This design comes from an exercise in tuning for small area, a short achievable clock period and few clock cycles per item on the open sky130 flow, not from production work.
The RTL was checked by simulation tests, not by an equivalence proof against the original design.
Power and IR drop assume default switching activity.

Setup of job 7653:
==> flow/design.v (excerpt) <==
module branch_detect_top (
  input  logic                 w_BranchFifoFire_1,
  input  logic                 rstn,
  input  logic                 i_pkt_valid,
  input  logic [511:0]         i_pkt_inst,
  input  logic [31:0]          i_pkt_pc,
  output logic                 o_pkt_ready,
  output logic                 o_grf_req,
  output logic [4:0]           o_grf_rs1,
  output logic [4:0]           o_grf_rs2,
  input  logic                 i_grf_valid,
  input  logic [31:0]          i_grf_l,
  input  logic [31:0]          i_grf_r,
  output logic                 o_byp_req,
  output logic [3:0]           o_byp_dep_l,
  output logic [3:0]           o_byp_dep_r,
  input  logic                 i_byp_valid,
  input  logic [31:0]          i_byp_l,
  input  logic [31:0]          i_byp_r,
  output logic                 o_issue_valid,
  output logic [511:0]         o_issue_inst,
  output logic [15:0]          o_issue_mask,
  output logic                 o_redirect_valid,
  output logic [31:0]          o_redirect_pc,
  input  logic                 i_issue_ready
);
  function automatic logic [19:0] prio_sel(input logic [15:0] v, input logic [319:0] f);
    logic [15:0]  va;
    logic [319:0] fa;
    va = v;
    fa = f;
    for (int w = 1; w < 16; w = w * 2) begin
      for (int k = 0; k < 16; k = k + 2 * w) begin
        fa[20*k +: 20] = va[k] ? fa[20*k +: 20] : fa[20*(k+w) +: 20];
        va[k]          = va[k] | va[k+w];
      end
    end
    prio_sel = fa[19:0];
  endfunction
  function automatic logic [10:0] add10(input logic [9:0] a, input logic [9:0] b, input logic cin);
    logic [9:0] g, p, gg, pp, gn, pn;
    logic [10:0] c;
    g = a & b;
    p = a | b;
    gg = g;
    pp = p;
    for (int w = 1; w < 10; w = w * 2) begin
      gn = gg;
      pn = pp;
  ...
clock: 5.5 ns
lec_check: 0
cap_margin: 20
core_area: 10 10 450 450
die_area: 0 0 460 460
place_density: 0.8
setup_slack_margin: 2.2
slew_margin: 20
standard.sh (not shown) runs the stock make flow with config.mk's settings and CLKGATE_MAP_FILE= SYNTH_SCRIPT=/design/flow/synth_recipe.tcl, a recipe that flattens the netlist after the stock synthesis.
==> flow/flow/run.sh <==
#!/bin/bash
set -euo pipefail
cd "$(dirname "${BASH_SOURCE[0]}")/.."
export BUFFER_PORTS_ARGS="-buffer_cell sky130_fd_sc_hd__buf_1"
export CTS_ARGS="-sink_clustering_enable -repair_clock_nets -dont_use_dummy_load -buf_list sky130_fd_sc_hd__clkbuf_8 -sink_clustering_size 12 -sink_clustering_max_diameter 60"
bash standard.sh > standard_flow.log 2>&1
Testbench counts of job 7653, summed over its fixed seeds: cycles 24,708, packets 2,400.
The following lists how job 7689 was set up differently from job 7653:
- a change of SETUP_SLACK_MARGIN from 2.2 to 2.0
- a deleted PLACE_DENSITY that had been 0.8
==> flow/flow/run.sh <==
#!/bin/bash
set -euo pipefail
cd "$(dirname "${BASH_SOURCE[0]}")/.."
export BUFFER_PORTS_ARGS="-buffer_cell sky130_fd_sc_hd__buf_1"
export CTS_ARGS="-sink_clustering_enable -repair_clock_nets -dont_use_dummy_load -buf_list sky130_fd_sc_hd__clkbuf_8"
bash standard.sh > standard_flow.log 2>&1
==> comparison <==
Re final critical-path share of the clock period: job 7689 and job 7653 aren't equal, and the higher value belongs to job 7689.
The final core utilization of job 7653 and that of job 7689 are within noise of each other.
In the flow results for job 7689 and job 7653, the global-route wire length before repair is smaller on job 7689.
Job 7689: final worst-path setup slack lower than job 7653
The total power consumption of the routed design in job 7689 sits 620 uW above the value recorded for job 7653.
Job 7689 ends up with a via count that is 0.61% lower than in job 7653.
Diff job 7689..job 7653 | number of fill cells in the layout | negligible
In the tables for job 7689 and job 7653, arrival time at the worst endpoint reads higher with job 7689.
Diff job 7653 -> job 7689 | total length of routed wires | down by a few percent
The following lists how job 4807 was set up differently from job 7689:
- SETUP_SLACK_MARGIN now 2.3, was 2.0
==> flow/flow/run.sh <==
#!/bin/bash
set -euo pipefail
cd "$(dirname "${BASH_SOURCE[0]}")/.."
export BUFFER_PORTS_ARGS="-buffer_cell sky130_fd_sc_hd__buf_1"
export CTS_ARGS="-sink_clustering_enable -repair_clock_nets -dont_use_dummy_load -buf_list sky130_fd_sc_hd__clkbuf_8 -sink_clustering_size 12 -sink_clustering_max_diameter 60"
bash standard.sh > standard_flow.log 2>&1
Notes after the runs:
The run showing the greater met3 layer usage reported by global route is job 7689.
On highest achievable clock rate, job 4807 does better than job 7689.
Compared with job 7689, job 4807 shows a count of cells resized by post-cts repair that is 152 higher.
Taking job 4807 over job 7689, the count of inserted antenna diode cells ratio works out to 0.920.
Comparing job 7689 against job 4807, there is no change at all in placeable core region.
For layout filler cell count, job 7689 and job 4807 come out practically identical.
When job 4807 is measured against job 7689, its first-pass GRT wire length turns out about 2% higher.
Input-level comparison between job 3601 and job 4807:
==> flow/flow/run.sh <==
#!/bin/bash
set -euo pipefail
cd "$(dirname "${BASH_SOURCE[0]}")/.."
export BUFFER_PORTS_ARGS="-buffer_cell sky130_fd_sc_hd__buf_1"
export CTS_ARGS="-sink_clustering_enable -repair_clock_nets -dont_use_dummy_load -buf_list sky130_fd_sc_hd__clkbuf_8"
bash standard.sh > standard_flow.log 2>&1
==> summary.txt <==
- Tightest hold margin delta (job 3601 -> job 4807): insignificant
- Taking job 4807 as the reference, in job 3601 average wire per standard cell fell by about 1%, multi-input gate area in the final layout now sits at about the same level, register share of the cell area dropped 0.27 points.
- Wire: job 3601 routes less than job 4807
- Cell count along the critical path delta for job 3601 relative to job 4807: 6 higher

==> separate check: timing with driven ports <==
No port has a modelled driver above. Below, the same layouts with a new extraction and two added sets of constraints.
Step 1 sets driving cells, clkbuf_16 on the clock port and buf_2 on the other inputs (assumed; they add their load-dependent delay and slew).
Step 2 moves the port delays by t, midway between the first and last clock arrival at a register: inputs arrive t later, outputs are due t later. That takes back most of the time a late clock gives input paths.
Slacks: no drivers / after step 1 / after step 2; pairs: no drivers / after step 1.
run | t (ns) | slack for setup (ns) | latest minus earliest clock arrival (ns) | slew at the worst register clock pin (ns)
job 7653 | 0.896 | 2.049 / 2.096 / 1.200 | 0.146 / 0.146 | 0.09 / 0.09
job 7689 | 0.947 | 2.012 / 2.031 / 1.091 | 0.100 / 0.100 | 0.07 / 0.07
job 4807 | 0.929 | 2.239 / 2.258 / 1.365 | 0.130 / 0.130 | 0.10 / 0.10
job 3601 | 0.933 | 2.253 / 2.253 / 1.410 | 0.121 / 0.121 | 0.07 / 0.07
After both steps setup and hold are still met in every run listed. The setup slack of job 7689, which loses most, moves by +0.019 ns with the drivers and by -0.921 ns with both steps.
